Background: an optimization exercise with open tools, aiming at small area. Do not read the settings as production practice. Only simulation tests tie the RTL to the original design; equivalence was not proved. Power is estimated from default activity; no workload was simulated.

`design/flow/design.v`:
```
module entrySequencer (
  input  logic       clk,
  input  logic       resetn,
  input  logic       go,
  output logic       shift,
  output logic       loadOp,
  output logic       compute,
  output logic [4:0] led
);
  localparam logic [2:0] stLoad     = 3'd0;
  localparam logic [2:0] stLoadNext = 3'd1;
  localparam logic [2:0] stLoadWait = 3'd2;
  localparam logic [2:0] stOp       = 3'd4;
  localparam logic [2:0] stOpWait   = 3'd5;
  localparam logic [2:0] stCompute  = 3'd6;
  logic [2:0] state;
  logic [2:0] nextState;
  logic [4:0] ledCnt;
  logic       inLoad;
  logic       lastSlot;
  assign inLoad = (state == stLoad) || (state == stLoadNext);
  assign lastSlot = ledCnt[4] & ledCnt[0];
  always_comb begin
    nextState = state;
    case (state)
      stLoad, stLoadNext: nextState = go ? stLoadWait : stLoad;
      stLoadWait: if (!go) nextState = lastSlot ? stOp : stLoadNext;
      stOp:       if (go) nextState = stOpWait;
      stOpWait:   if (!go) nextState = stCompute;
      stCompute:  nextState = stLoadNext;
      default:    nextState = stLoad;
    endcase
  end
  always_ff @(posedge clk) begin
    if (!resetn) begin
      state <= stLoad;
      ledCnt <= '0;
    end else begin
      state <= nextState;
      if (state == stLoadNext) begin
        ledCnt <= lastSlot ? 5'd0 : ledCnt + 5'd1;
      end
    end
  end
  assign shift = inLoad & go;
  assign loadOp = (state == stOp);
  assign compute = (state == stCompute);
  assign led = ledCnt;
endmodule
module operandStore (
  input  logic        clk,
  input  logic [2:0]  dataIn,
  input  logic [1:0]  opIn,
  input  logic        shift,
  input  logic        loadOp,
  output logic [53:0] chain,
  output logic [1:0]  op
);
  always_ff @(posedge clk) begin
    if (shift) begin
      chain <= {chain[50:0], dataIn};
    end
  end
  always_ff @(posedge clk) begin
    if (loadOp) begin
      op <= opIn;
    end
  end
endmodule
module matrixAlu (
  input  logic        clk,
  input  logic        resetn,
  input  logic [53:0] chain,
  input  logic [1:0]  op,
  input  logic        compute,
  output logic [26:0] matA,
  output logic [26:0] matB,
  output logic [1:0]  opHeld,
  output logic        valid
);
  always_ff @(posedge clk) begin
    if (compute) begin
      for (int s = 0; s < 9; s++) begin
        matA[s*3 +: 3] <= chain[(17-s)*3 +: 3];
        matB[s*3 +: 3] <= chain[(8-s)*3 +: 3];
      end
      opHeld <= op;
    end
  end
  always_ff @(posedge clk) begin
    if (!resetn) begin
      valid <= 1'b0;
    end else if (compute) begin
      valid <= 1'b1;
    end
  end
endmodule
module resultDisplay (
  input  logic [26:0] matA,
  input  logic [26:0] matB,
  input  logic [1:0]  op,
  input  logic        valid,
  input  logic [1:0]  rowSel,
  output logic [6:0]  hex0,
  output logic [6:0]  hex1,
  output logic [6:0]  hex2,
  output logic [6:0]  hex3,
  output logic [6:0]  hex4,
  output logic [6:0]  hex5
);
  function automatic logic [6:0] segLo(input logic [3:0] n);
    case (n)
      4'h0: segLo = 7'h40;
      4'h1: segLo = 7'h79;
      4'h2: segLo = 7'h24;
      4'h3: segLo = 7'h30;
      4'h4: segLo = 7'h19;
      4'h5: segLo = 7'h12;
      4'h6: segLo = 7'h02;
      4'h7: segLo = 7'h78;
      4'h8: segLo = 7'h00;
      4'h9: segLo = 7'h18;
      4'hA: segLo = 7'h08;
      4'hB: segLo = 7'h03;
      4'hC: segLo = 7'h46;
      4'hD: segLo = 7'h21;
      4'hE: segLo = 7'h06;
      4'hF: segLo = 7'h0E;
    endcase
  endfunction
  function automatic logic [6:0] segHi(input logic [3:0] n);
    case (n)
      4'h0: segHi = 7'h40;
      4'h1: segHi = 7'h79;
      4'h2: segHi = 7'h24;
      4'h3: segHi = 7'h30;
      4'h4: segHi = 7'h19;
      4'h5: segHi = 7'h12;
      4'h6: segHi = 7'h02;
      4'h7: segHi = 7'h78;
      4'h8: segHi = 7'h00;
      4'h9: segHi = 7'h18;
      4'hA: segHi = 7'h24;
      4'hB: segHi = 7'h24;
      4'hC: segHi = 7'h19;
      4'hD: segHi = 7'h12;
      4'hE: segHi = 7'h06;
      4'hF: segHi = 7'h0E;
    endcase
  endfunction
  logic       isAdd, isSub, isMul, isDot, addSub;
  logic       sel0, sel1, sel2;
  logic [2:0] a [3];
  logic [2:0] b [3];
  logic [2:0] c [3][3];
  logic [7:0] v [3];
  assign isAdd = (op == 2'd0);
  assign isSub = (op == 2'd1);
  assign isMul = (op == 2'd2);
  assign isDot = (op == 2'd3);
  assign addSub = ~op[1];
  assign sel1 = valid & ~isDot & (rowSel == 2'd1);
  assign sel2 = valid & ~isDot & (rowSel == 2'd2);
  assign sel0 = valid & ~sel1 & ~sel2;
  always_comb begin
    for (int j = 0; j < 3; j++) begin
      a[j] = ({3{sel0}} & matA[(0+j)*3 +: 3]) |
             ({3{sel1}} & matA[(3+j)*3 +: 3]) |
             ({3{sel2}} & matA[(6+j)*3 +: 3]);
      b[j] = {3{addSub}} & (({3{sel0}} & matB[(0+j)*3 +: 3]) |
             ({3{sel1}} & matB[(3+j)*3 +: 3]) |
             ({3{sel2}} & matB[(6+j)*3 +: 3]));
    end
  end
  always_comb begin
    for (int j = 0; j < 3; j++) begin
      for (int k = 0; k < 3; k++) begin
        c[j][k] = ({3{isMul}} & matB[(k*3+j)*3 +: 3]) | ({3{isDot}} & matB[k*3 +: 3]) |
                  ((k == j) ? {2'b00, addSub} : 3'b000);
      end
    end
  end
  logic s0_1, k0_2, s0_3, k0_4, s0_5, k0_6, s0_7, k0_8, s0_9, k0_10, s0_11, k0_12, s0_13, k0_14, s0_15, k0_16, s0_17, k0_18, s0_19, k0_20, s0_21, k0_22, s0_23, k0_24, s0_25, k0_26, s0_27, k0_28, s0_29, k0_30, s0_31, k0_32, s0_33, k0_34, s0_35, k0_36, s0_37, k0_38, s0_39, k0_40, s0_41, k0_42, s0_43, k0_44, s0_45, k0_46, s0_47, k0_48, s0_49, k0_50, s0_51, k0_52;
  assign s0_1 = (a[0][0] & c[0][0][0]) ^ (a[1][0] & c[0][1][0]) ^ (a[2][0] & c[0][2][0]);
  assign k0_2 = ((a[0][0] & c[0][0][0]) & (a[1][0] & c[0][1][0])) | ((a[2][0] & c[0][2][0]) & ((a[0][0] & c[0][0][0]) ^ (a[1][0] & c[0][1][0])));
  assign s0_3 = (b[0][0] ^ isSub) ^ isSub ^ s0_1;
  assign k0_4 = ((b[0][0] ^ isSub) & isSub) | (s0_1 & ((b[0][0] ^ isSub) ^ isSub));
  assign s0_5 = (a[0][0] & c[0][0][1]) ^ (a[0][1] & c[0][0][0]) ^ (a[1][0] & c[0][1][1]);
  assign k0_6 = ((a[0][0] & c[0][0][1]) & (a[0][1] & c[0][0][0])) | ((a[1][0] & c[0][1][1]) & ((a[0][0] & c[0][0][1]) ^ (a[0][1] & c[0][0][0])));
  assign s0_7 = (a[1][1] & c[0][1][0]) ^ (a[2][0] & c[0][2][1]) ^ (a[2][1] & c[0][2][0]);
  assign k0_8 = ((a[1][1] & c[0][1][0]) & (a[2][0] & c[0][2][1])) | ((a[2][1] & c[0][2][0]) & ((a[1][1] & c[0][1][0]) ^ (a[2][0] & c[0][2][1])));
  assign s0_9 = (b[0][1] ^ isSub) ^ k0_2 ^ k0_4;
  assign k0_10 = ((b[0][1] ^ isSub) & k0_2) | (k0_4 & ((b[0][1] ^ isSub) ^ k0_2));
  assign s0_11 = s0_5 ^ s0_7 ^ s0_9;
  assign k0_12 = (s0_5 & s0_7) | (s0_9 & (s0_5 ^ s0_7));
  assign s0_13 = (a[0][0] & c[0][0][2]) ^ (a[0][1] & c[0][0][1]) ^ (a[0][2] & c[0][0][0]);
  assign k0_14 = ((a[0][0] & c[0][0][2]) & (a[0][1] & c[0][0][1])) | ((a[0][2] & c[0][0][0]) & ((a[0][0] & c[0][0][2]) ^ (a[0][1] & c[0][0][1])));
  assign s0_15 = (a[1][0] & c[0][1][2]) ^ (a[1][1] & c[0][1][1]) ^ (a[1][2] & c[0][1][0]);
  assign k0_16 = ((a[1][0] & c[0][1][2]) & (a[1][1] & c[0][1][1])) | ((a[1][2] & c[0][1][0]) & ((a[1][0] & c[0][1][2]) ^ (a[1][1] & c[0][1][1])));
  assign s0_17 = (a[2][0] & c[0][2][2]) ^ (a[2][1] & c[0][2][1]) ^ (a[2][2] & c[0][2][0]);
  assign k0_18 = ((a[2][0] & c[0][2][2]) & (a[2][1] & c[0][2][1])) | ((a[2][2] & c[0][2][0]) & ((a[2][0] & c[0][2][2]) ^ (a[2][1] & c[0][2][1])));
  assign s0_19 = (b[0][2] ^ isSub) ^ k0_6 ^ k0_8;
  assign k0_20 = ((b[0][2] ^ isSub) & k0_6) | (k0_8 & ((b[0][2] ^ isSub) ^ k0_6));
  assign s0_21 = k0_10 ^ k0_12 ^ s0_13;
  assign k0_22 = (k0_10 & k0_12) | (s0_13 & (k0_10 ^ k0_12));
  assign s0_23 = s0_15 ^ s0_17 ^ s0_19;
  assign k0_24 = (s0_15 & s0_17) | (s0_19 & (s0_15 ^ s0_17));
  assign s0_25 = s0_21 ^ s0_23;
  assign k0_26 = s0_21 & s0_23;
  assign s0_27 = (a[0][1] & c[0][0][2]) ^ (a[0][2] & c[0][0][1]) ^ (a[1][1] & c[0][1][2]);
  assign k0_28 = ((a[0][1] & c[0][0][2]) & (a[0][2] & c[0][0][1])) | ((a[1][1] & c[0][1][2]) & ((a[0][1] & c[0][0][2]) ^ (a[0][2] & c[0][0][1])));
  assign s0_29 = (a[1][2] & c[0][1][1]) ^ (a[2][1] & c[0][2][2]) ^ (a[2][2] & c[0][2][1]);
  assign k0_30 = ((a[1][2] & c[0][1][1]) & (a[2][1] & c[0][2][2])) | ((a[2][2] & c[0][2][1]) & ((a[1][2] & c[0][1][1]) ^ (a[2][1] & c[0][2][2])));
  assign s0_31 = k0_14 ^ k0_16 ^ k0_18;
  assign k0_32 = (k0_14 & k0_16) | (k0_18 & (k0_14 ^ k0_16));
  assign s0_33 = k0_20 ^ k0_22 ^ k0_24;
  assign k0_34 = (k0_20 & k0_22) | (k0_24 & (k0_20 ^ k0_22));
  assign s0_35 = k0_26 ^ s0_27 ^ s0_29;
  assign k0_36 = (k0_26 & s0_27) | (s0_29 & (k0_26 ^ s0_27));
  assign s0_37 = s0_31 ^ s0_33 ^ s0_35;
  assign k0_38 = (s0_31 & s0_33) | (s0_35 & (s0_31 ^ s0_33));
  assign s0_39 = (a[0][2] & c[0][0][2]) ^ (a[1][2] & c[0][1][2]) ^ (a[2][2] & c[0][2][2]);
  assign k0_40 = ((a[0][2] & c[0][0][2]) & (a[1][2] & c[0][1][2])) | ((a[2][2] & c[0][2][2]) & ((a[0][2] & c[0][0][2]) ^ (a[1][2] & c[0][1][2])));
  assign s0_41 = k0_28 ^ k0_30 ^ k0_32;
  assign k0_42 = (k0_28 & k0_30) | (k0_32 & (k0_28 ^ k0_30));
  assign s0_43 = k0_34 ^ k0_36 ^ k0_38;
  assign k0_44 = (k0_34 & k0_36) | (k0_38 & (k0_34 ^ k0_36));
  assign s0_45 = s0_39 ^ s0_41 ^ s0_43;
  assign k0_46 = (s0_39 & s0_41) | (s0_43 & (s0_39 ^ s0_41));
  assign s0_47 = k0_40 ^ k0_42 ^ k0_44;
  assign k0_48 = (k0_40 & k0_42) | (k0_44 & (k0_40 ^ k0_42));
  assign s0_49 = k0_46 ^ s0_47;
  assign k0_50 = k0_46 & s0_47;
  assign s0_51 = k0_48 ^ k0_50;
  assign k0_52 = k0_48 & k0_50;
  logic [7:0] t0;
  assign t0 = {k0_52, s0_51, s0_49, s0_45, s0_37, s0_25, s0_11, s0_3};
  assign v[0] = {t0[7:4] | {4{isSub & ~t0[3]}}, t0[3] ^ isSub, t0[2:0]};
  logic s1_1, k1_2, s1_3, k1_4, s1_5, k1_6, s1_7, k1_8, s1_9, k1_10, s1_11, k1_12, s1_13, k1_14, s1_15, k1_16, s1_17, k1_18, s1_19, k1_20, s1_21, k1_22, s1_23, k1_24, s1_25, k1_26, s1_27, k1_28, s1_29, k1_30, s1_31, k1_32, s1_33, k1_34, s1_35, k1_36, s1_37, k1_38, s1_39, k1_40, s1_41, k1_42, s1_43, k1_44, s1_45, k1_46, s1_47, k1_48, s1_49, k1_50, s1_51, k1_52;
  assign s1_1 = (a[0][0] & c[1][0][0]) ^ (a[1][0] & c[1][1][0]) ^ (a[2][0] & c[1][2][0]);
  assign k1_2 = ((a[0][0] & c[1][0][0]) & (a[1][0] & c[1][1][0])) | ((a[2][0] & c[1][2][0]) & ((a[0][0] & c[1][0][0]) ^ (a[1][0] & c[1][1][0])));
  assign s1_3 = (b[1][0] ^ isSub) ^ isSub ^ s1_1;
  assign k1_4 = ((b[1][0] ^ isSub) & isSub) | (s1_1 & ((b[1][0] ^ isSub) ^ isSub));
  assign s1_5 = (a[0][0] & c[1][0][1]) ^ (a[0][1] & c[1][0][0]) ^ (a[1][0] & c[1][1][1]);
  assign k1_6 = ((a[0][0] & c[1][0][1]) & (a[0][1] & c[1][0][0])) | ((a[1][0] & c[1][1][1]) & ((a[0][0] & c[1][0][1]) ^ (a[0][1] & c[1][0][0])));
  assign s1_7 = (a[1][1] & c[1][1][0]) ^ (a[2][0] & c[1][2][1]) ^ (a[2][1] & c[1][2][0]);
  assign k1_8 = ((a[1][1] & c[1][1][0]) & (a[2][0] & c[1][2][1])) | ((a[2][1] & c[1][2][0]) & ((a[1][1] & c[1][1][0]) ^ (a[2][0] & c[1][2][1])));
  assign s1_9 = (b[1][1] ^ isSub) ^ k1_2 ^ k1_4;
  assign k1_10 = ((b[1][1] ^ isSub) & k1_2) | (k1_4 & ((b[1][1] ^ isSub) ^ k1_2));
  assign s1_11 = s1_5 ^ s1_7 ^ s1_9;
  assign k1_12 = (s1_5 & s1_7) | (s1_9 & (s1_5 ^ s1_7));
  assign s1_13 = (a[0][0] & c[1][0][2]) ^ (a[0][1] & c[1][0][1]) ^ (a[0][2] & c[1][0][0]);
  assign k1_14 = ((a[0][0] & c[1][0][2]) & (a[0][1] & c[1][0][1])) | ((a[0][2] & c[1][0][0]) & ((a[0][0] & c[1][0][2]) ^ (a[0][1] & c[1][0][1])));
  assign s1_15 = (a[1][0] & c[1][1][2]) ^ (a[1][1] & c[1][1][1]) ^ (a[1][2] & c[1][1][0]);
  assign k1_16 = ((a[1][0] & c[1][1][2]) & (a[1][1] & c[1][1][1])) | ((a[1][2] & c[1][1][0]) & ((a[1][0] & c[1][1][2]) ^ (a[1][1] & c[1][1][1])));
  assign s1_17 = (a[2][0] & c[1][2][2]) ^ (a[2][1] & c[1][2][1]) ^ (a[2][2] & c[1][2][0]);
  assign k1_18 = ((a[2][0] & c[1][2][2]) & (a[2][1] & c[1][2][1])) | ((a[2][2] & c[1][2][0]) & ((a[2][0] & c[1][2][2]) ^ (a[2][1] & c[1][2][1])));
  assign s1_19 = (b[1][2] ^ isSub) ^ k1_6 ^ k1_8;
  assign k1_20 = ((b[1][2] ^ isSub) & k1_6) | (k1_8 & ((b[1][2] ^ isSub) ^ k1_6));
  assign s1_21 = k1_10 ^ k1_12 ^ s1_13;
  assign k1_22 = (k1_10 & k1_12) | (s1_13 & (k1_10 ^ k1_12));
  assign s1_23 = s1_15 ^ s1_17 ^ s1_19;
  assign k1_24 = (s1_15 & s1_17) | (s1_19 & (s1_15 ^ s1_17));
  assign s1_25 = s1_21 ^ s1_23;
  assign k1_26 = s1_21 & s1_23;
  assign s1_27 = (a[0][1] & c[1][0][2]) ^ (a[0][2] & c[1][0][1]) ^ (a[1][1] & c[1][1][2]);
  assign k1_28 = ((a[0][1] & c[1][0][2]) & (a[0][2] & c[1][0][1])) | ((a[1][1] & c[1][1][2]) & ((a[0][1] & c[1][0][2]) ^ (a[0][2] & c[1][0][1])));
  assign s1_29 = (a[1][2] & c[1][1][1]) ^ (a[2][1] & c[1][2][2]) ^ (a[2][2] & c[1][2][1]);
  assign k1_30 = ((a[1][2] & c[1][1][1]) & (a[2][1] & c[1][2][2])) | ((a[2][2] & c[1][2][1]) & ((a[1][2] & c[1][1][1]) ^ (a[2][1] & c[1][2][2])));
  assign s1_31 = k1_14 ^ k1_16 ^ k1_18;
  assign k1_32 = (k1_14 & k1_16) | (k1_18 & (k1_14 ^ k1_16));
  assign s1_33 = k1_20 ^ k1_22 ^ k1_24;
  assign k1_34 = (k1_20 & k1_22) | (k1_24 & (k1_20 ^ k1_22));
  assign s1_35 = k1_26 ^ s1_27 ^ s1_29;
  assign k1_36 = (k1_26 & s1_27) | (s1_29 & (k1_26 ^ s1_27));
  assign s1_37 = s1_31 ^ s1_33 ^ s1_35;
  assign k1_38 = (s1_31 & s1_33) | (s1_35 & (s1_31 ^ s1_33));
  assign s1_39 = (a[0][2] & c[1][0][2]) ^ (a[1][2] & c[1][1][2]) ^ (a[2][2] & c[1][2][2]);
  assign k1_40 = ((a[0][2] & c[1][0][2]) & (a[1][2] & c[1][1][2])) | ((a[2][2] & c[1][2][2]) & ((a[0][2] & c[1][0][2]) ^ (a[1][2] & c[1][1][2])));
  assign s1_41 = k1_28 ^ k1_30 ^ k1_32;
  assign k1_42 = (k1_28 & k1_30) | (k1_32 & (k1_28 ^ k1_30));
  assign s1_43 = k1_34 ^ k1_36 ^ k1_38;
  assign k1_44 = (k1_34 & k1_36) | (k1_38 & (k1_34 ^ k1_36));
  assign s1_45 = s1_39 ^ s1_41 ^ s1_43;
  assign k1_46 = (s1_39 & s1_41) | (s1_43 & (s1_39 ^ s1_41));
  assign s1_47 = k1_40 ^ k1_42 ^ k1_44;
  assign k1_48 = (k1_40 & k1_42) | (k1_44 & (k1_40 ^ k1_42));
  assign s1_49 = k1_46 ^ s1_47;
  assign k1_50 = k1_46 & s1_47;
  assign s1_51 = k1_48 ^ k1_50;
  assign k1_52 = k1_48 & k1_50;
  logic [7:0] t1;
  assign t1 = {k1_52, s1_51, s1_49, s1_45, s1_37, s1_25, s1_11, s1_3};
  assign v[1] = {t1[7:4] | {4{isSub & ~t1[3]}}, t1[3] ^ isSub, t1[2:0]};
  logic s2_1, k2_2, s2_3, k2_4, s2_5, k2_6, s2_7, k2_8, s2_9, k2_10, s2_11, k2_12, s2_13, k2_14, s2_15, k2_16, s2_17, k2_18, s2_19, k2_20, s2_21, k2_22, s2_23, k2_24, s2_25, k2_26, s2_27, k2_28, s2_29, k2_30, s2_31, k2_32, s2_33, k2_34, s2_35, k2_36, s2_37, k2_38, s2_39, k2_40, s2_41, k2_42, s2_43, k2_44, s2_45, k2_46, s2_47, k2_48, s2_49, k2_50, s2_51, k2_52;
  assign s2_1 = (a[0][0] & c[2][0][0]) ^ (a[1][0] & c[2][1][0]) ^ (a[2][0] & c[2][2][0]);
  assign k2_2 = ((a[0][0] & c[2][0][0]) & (a[1][0] & c[2][1][0])) | ((a[2][0] & c[2][2][0]) & ((a[0][0] & c[2][0][0]) ^ (a[1][0] & c[2][1][0])));
  assign s2_3 = (b[2][0] ^ isSub) ^ isSub ^ s2_1;
  assign k2_4 = ((b[2][0] ^ isSub) & isSub) | (s2_1 & ((b[2][0] ^ isSub) ^ isSub));
  assign s2_5 = (a[0][0] & c[2][0][1]) ^ (a[0][1] & c[2][0][0]) ^ (a[1][0] & c[2][1][1]);
  assign k2_6 = ((a[0][0] & c[2][0][1]) & (a[0][1] & c[2][0][0])) | ((a[1][0] & c[2][1][1]) & ((a[0][0] & c[2][0][1]) ^ (a[0][1] & c[2][0][0])));
  assign s2_7 = (a[1][1] & c[2][1][0]) ^ (a[2][0] & c[2][2][1]) ^ (a[2][1] & c[2][2][0]);
  assign k2_8 = ((a[1][1] & c[2][1][0]) & (a[2][0] & c[2][2][1])) | ((a[2][1] & c[2][2][0]) & ((a[1][1] & c[2][1][0]) ^ (a[2][0] & c[2][2][1])));
  assign s2_9 = (b[2][1] ^ isSub) ^ k2_2 ^ k2_4;
  assign k2_10 = ((b[2][1] ^ isSub) & k2_2) | (k2_4 & ((b[2][1] ^ isSub) ^ k2_2));
  assign s2_11 = s2_5 ^ s2_7 ^ s2_9;
  assign k2_12 = (s2_5 & s2_7) | (s2_9 & (s2_5 ^ s2_7));
  assign s2_13 = (a[0][0] & c[2][0][2]) ^ (a[0][1] & c[2][0][1]) ^ (a[0][2] & c[2][0][0]);
  assign k2_14 = ((a[0][0] & c[2][0][2]) & (a[0][1] & c[2][0][1])) | ((a[0][2] & c[2][0][0]) & ((a[0][0] & c[2][0][2]) ^ (a[0][1] & c[2][0][1])));
  assign s2_15 = (a[1][0] & c[2][1][2]) ^ (a[1][1] & c[2][1][1]) ^ (a[1][2] & c[2][1][0]);
  assign k2_16 = ((a[1][0] & c[2][1][2]) & (a[1][1] & c[2][1][1])) | ((a[1][2] & c[2][1][0]) & ((a[1][0] & c[2][1][2]) ^ (a[1][1] & c[2][1][1])));
  assign s2_17 = (a[2][0] & c[2][2][2]) ^ (a[2][1] & c[2][2][1]) ^ (a[2][2] & c[2][2][0]);
  assign k2_18 = ((a[2][0] & c[2][2][2]) & (a[2][1] & c[2][2][1])) | ((a[2][2] & c[2][2][0]) & ((a[2][0] & c[2][2][2]) ^ (a[2][1] & c[2][2][1])));
  assign s2_19 = (b[2][2] ^ isSub) ^ k2_6 ^ k2_8;
  assign k2_20 = ((b[2][2] ^ isSub) & k2_6) | (k2_8 & ((b[2][2] ^ isSub) ^ k2_6));
  assign s2_21 = k2_10 ^ k2_12 ^ s2_13;
  assign k2_22 = (k2_10 & k2_12) | (s2_13 & (k2_10 ^ k2_12));
  assign s2_23 = s2_15 ^ s2_17 ^ s2_19;
  assign k2_24 = (s2_15 & s2_17) | (s2_19 & (s2_15 ^ s2_17));
  assign s2_25 = s2_21 ^ s2_23;
  assign k2_26 = s2_21 & s2_23;
  assign s2_27 = (a[0][1] & c[2][0][2]) ^ (a[0][2] & c[2][0][1]) ^ (a[1][1] & c[2][1][2]);
  assign k2_28 = ((a[0][1] & c[2][0][2]) & (a[0][2] & c[2][0][1])) | ((a[1][1] & c[2][1][2]) & ((a[0][1] & c[2][0][2]) ^ (a[0][2] & c[2][0][1])));
  assign s2_29 = (a[1][2] & c[2][1][1]) ^ (a[2][1] & c[2][2][2]) ^ (a[2][2] & c[2][2][1]);
  assign k2_30 = ((a[1][2] & c[2][1][1]) & (a[2][1] & c[2][2][2])) | ((a[2][2] & c[2][2][1]) & ((a[1][2] & c[2][1][1]) ^ (a[2][1] & c[2][2][2])));
  assign s2_31 = k2_14 ^ k2_16 ^ k2_18;
  assign k2_32 = (k2_14 & k2_16) | (k2_18 & (k2_14 ^ k2_16));
  assign s2_33 = k2_20 ^ k2_22 ^ k2_24;
  assign k2_34 = (k2_20 & k2_22) | (k2_24 & (k2_20 ^ k2_22));
  assign s2_35 = k2_26 ^ s2_27 ^ s2_29;
  assign k2_36 = (k2_26 & s2_27) | (s2_29 & (k2_26 ^ s2_27));
  assign s2_37 = s2_31 ^ s2_33 ^ s2_35;
  assign k2_38 = (s2_31 & s2_33) | (s2_35 & (s2_31 ^ s2_33));
  assign s2_39 = (a[0][2] & c[2][0][2]) ^ (a[1][2] & c[2][1][2]) ^ (a[2][2] & c[2][2][2]);
  assign k2_40 = ((a[0][2] & c[2][0][2]) & (a[1][2] & c[2][1][2])) | ((a[2][2] & c[2][2][2]) & ((a[0][2] & c[2][0][2]) ^ (a[1][2] & c[2][1][2])));
  assign s2_41 = k2_28 ^ k2_30 ^ k2_32;
  assign k2_42 = (k2_28 & k2_30) | (k2_32 & (k2_28 ^ k2_30));
  assign s2_43 = k2_34 ^ k2_36 ^ k2_38;
  assign k2_44 = (k2_34 & k2_36) | (k2_38 & (k2_34 ^ k2_36));
  assign s2_45 = s2_39 ^ s2_41 ^ s2_43;
  assign k2_46 = (s2_39 & s2_41) | (s2_43 & (s2_39 ^ s2_41));
  assign s2_47 = k2_40 ^ k2_42 ^ k2_44;
  assign k2_48 = (k2_40 & k2_42) | (k2_44 & (k2_40 ^ k2_42));
  assign s2_49 = k2_46 ^ s2_47;
  assign k2_50 = k2_46 & s2_47;
  assign s2_51 = k2_48 ^ k2_50;
  assign k2_52 = k2_48 & k2_50;
  logic [7:0] t2;
  assign t2 = {k2_52, s2_51, s2_49, s2_45, s2_37, s2_25, s2_11, s2_3};
  assign v[2] = {t2[7:4] | {4{isSub & ~t2[3]}}, t2[3] ^ isSub, t2[2:0]};
  assign hex5 = segHi(v[0][7:4]);
  assign hex4 = segLo(v[0][3:0]);
  assign hex3 = segHi(v[1][7:4]);
  assign hex2 = segLo(v[1][3:0]);
  assign hex1 = segHi(v[2][7:4]);
  assign hex0 = segLo(v[2][3:0]);
endmodule
module matrixCalcTop (
  input  logic       clk,
  input  logic       resetn,
  input  logic       go,
  input  logic [2:0] dataIn,
  input  logic [1:0] opIn,
  input  logic [1:0] rowSel,
  output logic [9:0] led,
  output logic [6:0] hex0,
  output logic [6:0] hex1,
  output logic [6:0] hex2,
  output logic [6:0] hex3,
  output logic [6:0] hex4,
  output logic [6:0] hex5
);
  logic        shift;
  logic        loadOp;
  logic        compute;
  logic [4:0]  slotLed;
  logic [53:0] chain;
  logic [1:0]  op;
  logic [26:0] matA;
  logic [26:0] matB;
  logic [1:0]  opHeld;
  logic        valid;
  entrySequencer sequencer (
    .clk     (clk),
    .resetn  (resetn),
    .go      (go),
    .shift   (shift),
    .loadOp  (loadOp),
    .compute (compute),
    .led     (slotLed)
  );
  operandStore store (
    .clk    (clk),
    .dataIn (dataIn),
    .opIn   (opIn),
    .shift  (shift),
    .loadOp (loadOp),
    .chain  (chain),
    .op     (op)
  );
  matrixAlu alu (
    .clk     (clk),
    .resetn  (resetn),
    .chain   (chain),
    .op      (op),
    .compute (compute),
    .matA    (matA),
    .matB    (matB),
    .opHeld  (opHeld),
    .valid   (valid)
  );
  resultDisplay display (
    .matA   (matA),
    .matB   (matB),
    .op     (opHeld),
    .valid  (valid),
    .rowSel (rowSel),
    .hex0   (hex0),
    .hex1   (hex1),
    .hex2   (hex2),
    .hex3   (hex3),
    .hex4   (hex4),
    .hex5   (hex5)
  );
  assign led = {5'd0, slotLed};
endmodule
```
`design/flow/run.sh`:
```
#!/bin/bash
# synth_recipe.tcl (not shown) runs the flow's synth.tcl, then flattens the netlist and writes it again
# the make line also repeats each setting of config.mk as NAME=value (left out here)
make -C /OpenROAD-flow-scripts/flow DESIGN_CONFIG=/design/flow/config.mk WORK_HOME=/design/flow/orfs CLKGATE_MAP_FILE= SYNTH_SCRIPT=/design/flow/synth_recipe.tcl finish
```
`design/flow/config.mk`:
```
export PLATFORM = sky130hd
export DESIGN_NAME = matrixCalcTop
export DESIGN_NICKNAME = matrixCalcTop
export VERILOG_FILES = /design/flow/design.v
export SDC_FILE = /design/flow/constraint.sdc
export NUM_CORES = 4
export LEC_CHECK = 0
export CAP_MARGIN = 20
export CORE_MARGIN = 2
export CORE_UTILIZATION = 40
export CTS_BUF_LIST = sky130_fd_sc_hd__clkbuf_4
export CTS_CLUSTER_DIAMETER = 100
export CTS_CLUSTER_SIZE = 30
export SLEW_MARGIN = 20
```
`design/flow/constraint.sdc`:
```
create_clock -name core_clock -period 20.0 [get_ports {clk}]
set_input_delay 4.0000 -clock core_clock [delete_from_list [all_inputs] [get_ports {clk}]]
set_output_delay 4.0000 -clock core_clock [all_outputs]
set_load 0.01 [all_outputs]
```
==> notes.md, run 1 <==
Cell Area, Placed=9070 um2; setup slack, reg-to-reg=18370 ps; total CTS buffers=17; Worst Max-Slew Pin Slew=1020 ps; most common cell after layout, fill and taps aside=edfxtp_1; unrepaired setup endpoints after global routing=false; fraction of layout cells with a size suffix above 1=6.17%; global-route wire length before repair=27.6 mm; Initial Util=40.9%; footprint of the multi-input gates=4270 um2; Nets=923; #FFs+latches synth=121; buffers plus inverters on the worst setup path=7; CTS tree=built; Period minus WS final=16810 ps; Syn Area/Cell=11.1 um2; crit-path max FO=10; fillers=1921; CP required=16000 ps; Pre-antenna DRT Iters=5; First DRT Iteration DRCs=355; synth warn=8; Synth cell types=54; Die Width=148 um; R2R depth=2; Synth async-reset ratio=0%; top_reg_cell synth=edfxtp_1; Slew Limit Fails=0; worst skew pair latency=500 ps; DR WL/cell=15.2 um; critical path type=in -> out; arrival time of the worst setup path=12810 ps; # DRC=0; Top Ports=62; synth top area cells=edfxtp_1 (41%), fa_1 (16%), ha_1 (7.4%); Register Area=3540 um2; Min-Delay Endpoint=alu.matA[0]$_DFFE_PN_; final antenna-violating net count=0; largest net degree at the start of global routing=58; final worst slack=3190 ps; Fin Setup TNS=0 ps; CP max stage cell=nor2b_1; hold_sp=store.chain[51]$_DFFE_PP_; detailed-route via count=5385; Worst setup EP type=primary output; vias in the first global route=5311; Worst Skew=20.0 ps; utilization after layout=46.1%; antenna violations before repair=0; die height=148 um; die footprint=21900 um2; Max-slew headroom=32.2%; htree depth=4; most frequent cells in the layout=edfxtp_1 (112), inv_1 (82), nand2_1 (75), fa_1 (66), clkdlybuf4s50_1 (56); crit-path max cell delay=710 ps; Setup Viol. Count Final=0; post-synth top area share=40.5%; Via density=4.98; CP most frequent cell=fa_1; RR Endpoint=alu.matA[2]$_DFFE_PN_; root buf cell=clkbuf_4; dominant cell type by area after synthesis=edfxtp_1; post-CTS setup buffers=0; highest ir drop seen on vdd=0.0823 mV; design area=9370 um2; GR Overflow Total=0; leakage power=3.52 nW; pwr/cell area=50.1 nW/um2; number of buffers inserted by hold repair at cts=0; antenna cells=0; status=finished clean; RD Place Congestion=0.857; synthesized area=8290 um2; FMAX=59.5 MHz; final WL=16.5 mm; clock sink count=121; Rows=52; HP Class=reg -> reg; Setup crit start kind=input pin; Post-synth EDFFs=112; post-cts resize count=0; post-synthesis sequential area ratio=42.7%; Max Cap Violations=0; CORE AREA=20300 um2; GRT Total Usage=16.0%; fin crit share=84.0%; Hold Fails Final Rpt=0; Area Growth Syn to Fin=12.9%; Hold Path Stages=0; IO buf count=56; Placement Setup Slack=3210 ps; CTS clock-pin slew for the worst setup and hold paths=110 ps; reg2reg start=sequencer.state[2]$_SDFFE_PN0P_; clk buf depth=2; Crit path max-delay family=adder cells; Post-DP HPWL=12.4 mm; Post-Syn Instances=750
-- synthesized netlist by cell type, types with 9 or more instances --
master	number
nand3_1	9
nand2_1	75
a22oi_1	9
edfxtp_1	112
clkbuf_1	27
ha_1	49
a21oi_1	25
nor2b_1	26
fa_1	66
nor2_1	51
mux2i_1	11
dfxtp_1	9
o21ai_0	34
nand2b_1	31
a21boi_0	15
inv_1	82
a22o_1	11
and2_1	12
-- power by group --
group / total, mW / internal, mW / leakage, nW / switching (mW)
Sequential: 0.287 / 0.284 / 1.11 / 0.00331
Combinational: 0.00966 / 0.00358 / 2.27 / 0.00607
Clock: 0.173 / 0.0862 / 0.140 / 0.0867
Total: 0.470 / 0.373 / 3.52 / 0.0961
-- cell families after synthesis --
group           synth area share, %
flops                          42.7
other cells                  0.0452
fa+ha+maj                      23.3
buf+inv                        6.02
compound gates                 11.5
xor+xnor                      0.845
simple gates                   14.1
mux                            1.46
-- how the worst max path moves through the flow --
| stage | start | end | cells past startpoint |
|---|---|---|---|
| 2_1_floorplan | rowSel[0] | hex1[1] | 29 |
| 3_3_place_gp | rowSel[0] | hex1[1] | 29 |
| 3_5_place_dp | rowSel[0] | hex1[1] | 28 |
| 4_1_cts | rowSel[0] | hex1[1] | 28 |
| 5_1_grt | rowSel[0] | hex1[1] | 29 |
| 6_report | rowSel[0] | hex1[1] | 28 |
-- metrics by stage --
step / instances / power [mW] / hold WS, ps
floorplan: 754 / 0.299 / 400
global placement: 1049 / 0.302 / 400
detailed placement: 1049 / 0.303 / 408
CTS: 1081 / 0.477 / 433
global route: 1081 / 0.490 / 438
finish: 1081 / 0.470 / 430
-- per-layer routing --
layer	routed length, um	share of wire, %	global-route usage (%)	vias to the layer above
met3	526	3.2	2.62	19
met4	314	1.9	6.10	0
met1	8000	49	22.9	2606
met2	7650	46	24.7	118
met5	0	0	0	-
li1	-	-	-	2642
-- registers in the layout, indices dropped and copies added (netlist names) --
| signal | count |
|---|---|
| sequencer.state | 3 |
| sequencer.ledCnt | 5 |
| alu.matA | 27 |
| alu.valid | 1 |
| store.chain | 54 |
| alu.opHeld | 2 |
| alu.matB | 27 |
| store.op | 2 |
-- layout make-up --
type / count / area share (%)
clock inverter: 14 / 1.67
tap: 270 / 3.61
inverter: 82 / 3.29
sequential: 121 / 37.8
clock buffer: 18 / 1.44
multi-input combinational: 513 / 45.6
timing repair buffer: 63 / 6.55
==> run 2: changes to the inputs <==
==> design/flow/flow/run.sh (new file) <==
#!/bin/bash
# Own layout flow: the standard ORFS flow, with
#  - synthesis: the standard script, but without the fa/ha adder-cell extraction and
#    with a deeper area-oriented ABC script (flow/abc_area_deep.script)
#  - port buffers of the smallest buffer cell
#  - a clock tree of small buffers and no dummy loads
# Each tool's output goes to a log file in this folder (make.log, def.log) and
# ORFS's own per-step logs under orfs/logs/.
set -euo pipefail
HERE=$(pwd)
FL=$HERE/flow

# synthesis script: the standard flow's, with abc given our script
{
  head -n 1 synth_recipe.tcl
  cat <<TCL
proc abc {args} {
  set i [lsearch -exact \$args -script]
  if { \$i >= 0 } { lset args [expr {\$i + 1}] $FL/abc_area_deep.script }
  yosys abc {*}\$args
}
TCL
  tail -n +2 synth_recipe.tcl
} > my_synth.tcl

# the make line of standard.sh, with our settings
MAKELINE=$(grep '^make ' standard.sh)
MAKELINE=${MAKELINE% \"\$\{@:-finish\}\"}
MAKELINE=$(echo "$MAKELINE" | sed "s#SYNTH_SCRIPT=[^ ]*#SYNTH_SCRIPT=$HERE/my_synth.tcl#")
CTS="-sink_clustering_enable -repair_clock_nets -dont_use_dummy_load -buf_list sky130_fd_sc_hd__clkbuf_4 -sink_clustering_size 30 -sink_clustering_max_diameter 100"
eval "$MAKELINE" ADDER_MAP_FILE= \
  "BUFFER_PORTS_ARGS=\"-buffer_cell sky130_fd_sc_hd__buf_1\"" \
  "CTS_ARGS=\"$CTS\"" \
  finish > make.log 2>&1

# final DEF, as standard.sh writes it
ODB=$(grep -o '[^ ]*6_final.odb' standard.sh | head -1)
: # left out here: write the final layout as DEF
==> design/flow/flow/abc_area_deep.script (new file) <==
strash
&get -n
&deepsyn -T 30
&put
dch -f
map -a
topo
==> design/flow/standard.sh (new file) <==
#!/bin/bash
# synth_recipe.tcl (not shown) runs the flow's synth.tcl, then flattens the netlist and writes it again
# the make line also repeats each setting of config.mk as NAME=value (left out here)
make -C /OpenROAD-flow-scripts/flow DESIGN_CONFIG=/design/flow/config.mk WORK_HOME=/design/flow/orfs CLKGATE_MAP_FILE= SYNTH_SCRIPT=/design/flow/synth_recipe.tcl "${@:-finish}"
--- a/design/flow/config.mk
+++ b/design/flow/config.mk
@@ -8,7 +8,4 @@
 export CAP_MARGIN = 20
 export CORE_MARGIN = 2
 export CORE_UTILIZATION = 40
-export CTS_BUF_LIST = sky130_fd_sc_hd__clkbuf_4
-export CTS_CLUSTER_DIAMETER = 100
-export CTS_CLUSTER_SIZE = 30
 export SLEW_MARGIN = 20
removed: design/flow/run.sh
==> notes.md, run 2 <==
htree depth=4 (unchanged); Syn Area/Cell=8.29 um2 (was 11.1 um2); Period minus WS final=14610 ps (was 16810 ps); clock sink count=121 (unchanged); Post-DP HPWL=12.9 mm (was 12.4 mm); pwr/cell area=50.1 nW/um2 (about the same); global-route wire length before repair=28.2 mm (was 27.6 mm); leakage power=2.80 nW (was 3.52 nW); post-synthesis sequential area ratio=48.1% (was 42.7%); Setup Viol. Count Final=0 (unchanged); root buf cell=clkbuf_4 (unchanged); met1 Resource Use GR=23.6% (was 22.9%); Worst Skew=33.2 ps (was 20.0 ps); top cells by count, synth=nand2_1 (253), edfxtp_1 (112), nor2_1 (110), clkinv_1 (94), o21ai_0 (37) (was edfxtp_1 (112), inv_1 (82), nand2_1 (75), fa_1 (66), nor2_1 (51)); synth top area cells=edfxtp_1 (46%), nand2_1 (13%), nor2_1 (5.6%) (was edfxtp_1 (41%), fa_1 (16%), ha_1 (7.4%)); Worst Max-Slew Pin Slew=1020 ps (about the same); Post-synth EDFFs=112 (unchanged); Area Growth Syn to Fin=8.87% (was 12.9%); # DRC=0 (unchanged); synthesized area=7360 um2 (was 8290 um2); largest net degree at the start of global routing=58 (unchanged); critical path type=in -> out (unchanged); most common cell in the netlist=nand2_1 (was edfxtp_1); post-CTS setup buffers=0 (unchanged); post-cts resize count=0 (unchanged); CP required=16000 ps (about the same); Top Ports=62 (unchanged); CP max stage cell=nor3_2 (was nor2b_1); Largest Register=store.chain (unchanged); die height=140 um (was 148 um); HP Class=reg -> reg (unchanged); DR WL/cell=14.2 um (was 15.2 um); Rows=49 (was 52); GRT Total Usage=18.1% (was 16.0%); Placed Cells=1176 (was 1049); Synth async-reset ratio=0% (unchanged); crit-path max FO=18 (was 10); unrepaired setup endpoints after global routing=false (unchanged); final worst slack=5390 ps (was 3190 ps); Placement Setup Slack=5460 ps (was 3210 ps); GRT met2 Usage=30.6% (was 24.7%); IO buf count=56 (unchanged); final antenna-violating net count=0 (unchanged); most common cell after layout, fill and taps aside=nand2_1 (was edfxtp_1); Crit path max-delay family=simple AND/OR/NAND/NOR gates (was adder cells); Fin Setup TNS=0 ps (unchanged); most frequent cells in the layout=nand2_1 (253), edfxtp_1 (112), nor2_1 (110), clkinv_1 (94), buf_1 (56) (was edfxtp_1 (112), inv_1 (82), nand2_1 (75), fa_1 (66), clkdlybuf4s50_1 (56)); RD Place Congestion=0.941 (was 0.857); max reg flops=54 (unchanged); antenna violations before repair=0 (unchanged); antenna cells=0 (unchanged); dominant cell type by area after synthesis=edfxtp_1 (unchanged); hold_sp=store.chain[53]$_DFFE_PP_ (was store.chain[51]$_DFFE_PP_); final WL=17.0 mm (was 16.5 mm); status=finished clean (unchanged); PnR Total Power=0.401 mW (was 0.470 mW); buffers plus inverters on the worst setup path=8 (was 7); FMAX=68.4 MHz (was 59.5 MHz); CORE AREA=18000 um2 (was 20300 um2); Max-slew headroom=31.8% (was 32.2%); Via density=5.20 (was 4.98); Die Width=140 um (was 148 um); top flop regs=store.chain (54), alu.matA (27), alu.matB (27) (unchanged); top_reg_cell synth=edfxtp_1 (unchanged); GR Util met3=3.34% (was 2.62%); number of buffers inserted by hold repair at cts=0 (unchanged); Worst setup EP type=primary output (unchanged); fraction of layout cells with a size suffix above 1=6.74% (was 6.17%); Final Non-Filler Cells=1193 (was 1081); Nets=976 (was 923); worst skew pair latency=500 ps (about the same); Pre-antenna DRT Iters=5 (unchanged); Synth cell types=37 (was 54); arrival time of the worst setup path=10610 ps (was 12810 ps); vias in the first global route=5761 (was 5311); GR Overflow Total=0 (unchanged); Initial Util=40.8% (was 40.9%); First DRT Iteration DRCs=306 (was 355); detailed-route via count=6202 (was 5385); crit-path max cell delay=900 ps (was 710 ps); #FFs+latches synth=121 (unchanged); CP most frequent cell=clkinv_1 (was fa_1); highest ir drop seen on vdd=0.0526 mV (was 0.0823 mV); synth warn=8 (unchanged); Slew Limit Fails=0 (unchanged); fin crit share=73.1% (was 84.0%); CTS clock-pin slew for the worst setup and hold paths=60 ps (was 110 ps); fillers=1837 (was 1921); GR peak layer=met2 (unchanged); post-synth top area share=45.7% (was 40.5%); Max Cap Violations=0 (unchanged); Setup crit start kind=input pin (unchanged); CTS tree=built (unchanged); total CTS buffers=17 (unchanged); reg2reg start=sequencer.state[2]$_SDFFE_PN0P_ (unchanged); Setup crit start=rowSel[1] (was rowSel[0]); utilization after layout=44.5% (was 46.1%); Post-Syn Instances=888 (was 750); Hold Fails Final Rpt=0 (unchanged); die footprint=19500 um2 (was 21900 um2); clk buf depth=2 (unchanged)
==> run 2: metal layers <==
layer / vias to the layer above / part of all wire (%)
li1: 3170 / -
met1: 2847 / 46
met2: 160 / 48
met3: 25 / 4.3
met4: 0 / 2.1
met5: - / 0
==> run 2: report_power, final <==
| group | switching, mW | total (mW) | internal, mW |
|---|---|---|---|
| Sequential | 0.00314 | 0.287 | 0.284 |
| Clock | 0.0698 | 0.109 | 0.0388 |
| Combinational | 0.00442 | 0.00537 | 0.000954 |
==> run 2: logic make-up (layout without fill, tap and decap cells) <==
kind of cell               count (synthesis)  count (layout)  share of synthesized area (%)
DFF                                      121             121                           48.1
xor gates and xnor gates                  63              63                           7.50
buffers and inverters                     99             171                           5.30
AOI/OAI and AO/OA                        133             133                           11.4
other                                      1               5                         0.0510
adders and majority gates                 10              10                           1.36
and+or+nand+nor                          461             461                           26.2
==> run 2: final timing paths <==
kind / end / slack [ps] / cells after the start
max: hex5[5] / 5390 / 32
min: alu.matA[2]$_DFFE_PN_ / 420 / 0
max reg2reg: alu.matA[0]$_DFFE_PN_ / 18220 / 3
min reg2reg: alu.matA[2]$_DFFE_PN_ / 420 / 0
==> run 2: through the flow <==
stage,hold slack (ps),area [um2]
final,421,8010
after global routing,449,8010
after CTS,423,8010
after detailed placement,407,7890
after global placement,402,7890
after floorplan,400,7370
==> run 2: cell type report <==
type | count | area [um2] | share of cell area [%]
timing repair buffer | 60 | 240 | 3.00
clock buffer | 17 | 128 | 1.59
sequential | 121 | 3540 | 44.2
tap | 229 | 287 | 3.58
inverter | 94 | 353 | 4.40
multi-input combinational | 672 | 3460 | 43.2
==> run 3: changes to the inputs <==
==> design/flow/flow/abc_area_deep.script (replaced) <==
strash
&get -n
&deepsyn -T 30
&put
dch -f
amap -A 1000
topo
==> notes.md, run 3 <==
number of buffers inserted by hold repair at cts=0 (unchanged); Syn Area/Cell=8.75 um2 (was 8.29 um2); First DRT Iteration DRCs=625 (was 306); Synth async-reset ratio=0% (unchanged); FMAX=71.1 MHz (was 68.4 MHz); crit-path max FO=19 (was 18); GRT Total Usage=17.5% (was 18.1%); Max-slew headroom=34.9% (was 31.8%); fraction of layout cells with a size suffix above 1=4.02% (was 6.74%); Fin Setup TNS=0 ps (unchanged); Via density=5.46 (was 5.20); clk buf depth=2 (unchanged); Slew Limit Fails=0 (unchanged); #FFs+latches synth=121 (unchanged); Post-synth EDFFs=112 (unchanged); post-synth top area share=48.9% (was 45.7%); CORE AREA=16700 um2 (was 18000 um2); final worst slack=5940 ps (was 5390 ps); die height=135 um (was 140 um); Placement Setup Slack=5990 ps (was 5460 ps); Post-DP HPWL=11.6 mm (was 12.9 mm); Top Ports=62 (unchanged); power share of the sequential group=72.0% (was 71.6%); Period minus WS final=14060 ps (was 14610 ps); CP max stage cell=a222oi_1 (was nor3_2); top cells by count, synth=nor2_1 (197), edfxtp_1 (112), o21ai_0 (87), nand2_1 (77), a21oi_1 (74) (was nand2_1 (253), edfxtp_1 (112), nor2_1 (110), clkinv_1 (94), o21ai_0 (37)); Initial Util=41.2% (was 40.8%); Max Cap Violations=0 (unchanged); cell internal pwr=0.324 mW (about the same); Worst setup EP type=primary output (unchanged); leakage power=2.41 nW (was 2.80 nW); synth warn=8 (unchanged); root buf cell=clkbuf_4 (unchanged); post-CTS setup buffers=0 (unchanged); # DRC=0 (unchanged); GR Overflow Total=0 (unchanged); Setup crit start kind=input pin (unchanged); IO buf count=56 (unchanged); synth top area cells=edfxtp_1 (49%), nor2_1 (11%), o21ai_0 (6.3%) (was edfxtp_1 (46%), nand2_1 (13%), nor2_1 (5.6%)); most common cell after layout, fill and taps aside=nor2_1 (was nand2_1); switch share=18.9% (was 19.3%); most common cell in the netlist=nor2_1 (was nand2_1); largest net degree at the start of global routing=58 (unchanged); Worst Max-Slew Pin Slew=976 ps (was 1020 ps); CP most frequent cell=o21ai_0 (was clkinv_1); worst skew pair latency=490 ps (was 500 ps); Largest Register=store.chain (unchanged); final antenna-violating net count=0 (unchanged); post-synthesis sequential area ratio=51.5% (was 48.1%); CTS clock-pin slew for the worst setup and hold paths=60 ps (about the same); highest ir drop seen on vdd=0.0437 mV (was 0.0526 mV); Setup Viol. Count Final=0 (unchanged); Post-Syn Instances=786 (was 888); Synth cell types=39 (was 37); global-route wire length before repair=25.2 mm (was 28.2 mm); power share of the combinational group=1.3% (about the same); antenna cells=0 (unchanged); Net Sw Power=0.0754 mW (was 0.0774 mW); total CTS buffers=17 (unchanged); clock sink count=121 (unchanged); DR WL/cell=14.4 um (was 14.2 um); Pre-antenna DRT Iters=7 (was 5); final WL=15.7 mm (was 17.0 mm); Area Growth Syn to Fin=10.4% (was 8.87%); Nets=883 (was 976); Rows=47 (was 49); Hold Fails Final Rpt=0 (unchanged); antenna violations before repair=0 (unchanged); CP required=16000 ps (about the same); RD Place Congestion=0.928 (was 0.941); critical path type=in -> out (unchanged); max reg flops=54 (unchanged); Die Width=135 um (was 140 um); synthesized area=6870 um2 (was 7360 um2); Clock Power Share=26.7% (was 27.1%); top_reg_cell synth=edfxtp_1 (unchanged); detailed-route via count=5952 (was 6202); pwr/cell area=52.6 nW/um2 (was 50.1 nW/um2); post-cts resize count=0 (unchanged); top flop regs=store.chain (54), alu.matA (27), alu.matB (27) (unchanged); status=finished clean (unchanged); unrepaired setup endpoints after global routing=false (unchanged); CTS tree=built (unchanged); fin crit share=70.3% (was 73.1%); crit-path max cell delay=800 ps (was 900 ps); HP Class=reg -> reg (unchanged); dominant cell type by area after synthesis=edfxtp_1 (unchanged); die footprint=18200 um2 (was 19500 um2); htree depth=4 (unchanged); vias in the first global route=5106 (was 5761); Worst Skew=31.2 ps (was 33.2 ps); arrival time of the worst setup path=10060 ps (was 10610 ps); most frequent cells in the layout=nor2_1 (197), edfxtp_1 (112), o21ai_0 (87), nand2_1 (77), a21oi_1 (74) (was nand2_1 (253), edfxtp_1 (112), nor2_1 (110), clkinv_1 (94), buf_1 (56))
[run 3: stage by stage]
| step | area, um2 | hold WS (ps) | util, % | instances | power, mW |
|---|---|---|---|---|---|
| finish | 7590 | 419 | 45.4 | 1091 | 0.399 |
| global route | 7590 | 434 | 45.4 | 1091 | 0.416 |
| CTS | 7590 | 421 | 45.4 | 1091 | 0.405 |
| detailed placement | 7460 | 405 | 44.7 | 1074 | 0.299 |
| global placement | 7460 | 401 | 44.7 | 1074 | 0.298 |
| floorplan | 6890 | 400 | - | 790 | 0.296 |
[run 3: final cells by class]
| type | instances | area, um2 |
|---|---|---|
| Multi-Input combinational cell | 616 | 3150 |
| Sequential cell | 121 | 3540 |
| Clock buffer | 17 | 128 |
| Timing Repair Buffer | 69 | 308 |
| Fill cell | 1659 | 9110 |
| Tap cell | 220 | 275 |
| Inverter | 48 | 180 |
[run 3: routing by layer]
metal  up-vias  track usage, %  share of wire, %
met1      2626            25.8                49
met2       202            25.7                44
met3        21            3.45               5.8
met4         0            6.19               1.8
met5         -               0                 0
li1       3103               -                 -
[run 3: cells by family after synthesis]
logic type             Yosys count  share of synthesized area (%)
AO/OA/AOI/OAI                  265                           24.1
XOR/XNOR                         1                          0.127
buffers and inverters           53                           3.17
flip-flops                     121                           51.5
other                            1                         0.0546
AND/OR/NAND/NOR                345                           21.0
[run 3: worst max-delay path: cells and delay by family]
kind,cells,cell delay [ps]
and+or+nand+nor,13,1820
buffers and inverters,6,900
AOI/OAI and AO/OA,12,3330
[run 3: path summary, 6_finish.rpt]
kind | start | endpoint | slack (ps) | cells after the start
min reg2reg | store.chain[52]$_DFFE_PP_ | alu.matA[1]$_DFFE_PN_ | 420 | 0
max reg2reg | sequencer.state[1]$_SDFFE_PN0P_ | alu.matB[15]$_DFFE_PN_ | 18290 | 3
min | store.chain[52]$_DFFE_PP_ | alu.matA[1]$_DFFE_PN_ | 420 | 0
max | rowSel[1] | hex3[1] | 5940 | 31
[run 3: power by group through the flow]
stage          combinational (mW)  sequential, mW  clock, mW
6_report                  0.00539           0.287      0.107
5_1_grt                   0.00616           0.288      0.121
4_1_cts                   0.00547           0.287      0.113
3_5_place_dp              0.00553           0.293          0
3_3_place_gp              0.00552           0.293          0
2_1_floorplan             0.00398           0.292          0

==> port drivers added, routing unchanged <==
No port has a modelled driver above. Below, the same layouts with a new extraction and two added sets of constraints. Step 1 sets driving cells, clkbuf_16 on the clock port and buf_2 on the other inputs (assumed; they add their load-dependent delay and slew). Step 2 times the ports against the registers' clock, not the clock port: input delays grow and output delays shrink by t, the midpoint of the rising clock arrivals with the driver on. a / b / c = no drivers / after step 1 / after step 2; a / b = the first two.
run	shift t [ns]	slack for setup (ns)	worst setup path at the end	latest minus earliest clock arrival (ns)
run 1	0.519	3.191 / 3.153 / 3.153	input to output	0.020 / 0.020
run 2	0.514	5.386 / 5.364 / 5.364	input to output	0.038 / 0.038
run 3	0.506	5.945 / 5.912 / 5.912	input to output	0.037 / 0.037
After both steps every run listed still meets setup and hold. For run 1, which loses most, drivers alone change the setup slack by -0.038 ns; drivers and shift together by -0.038 ns.
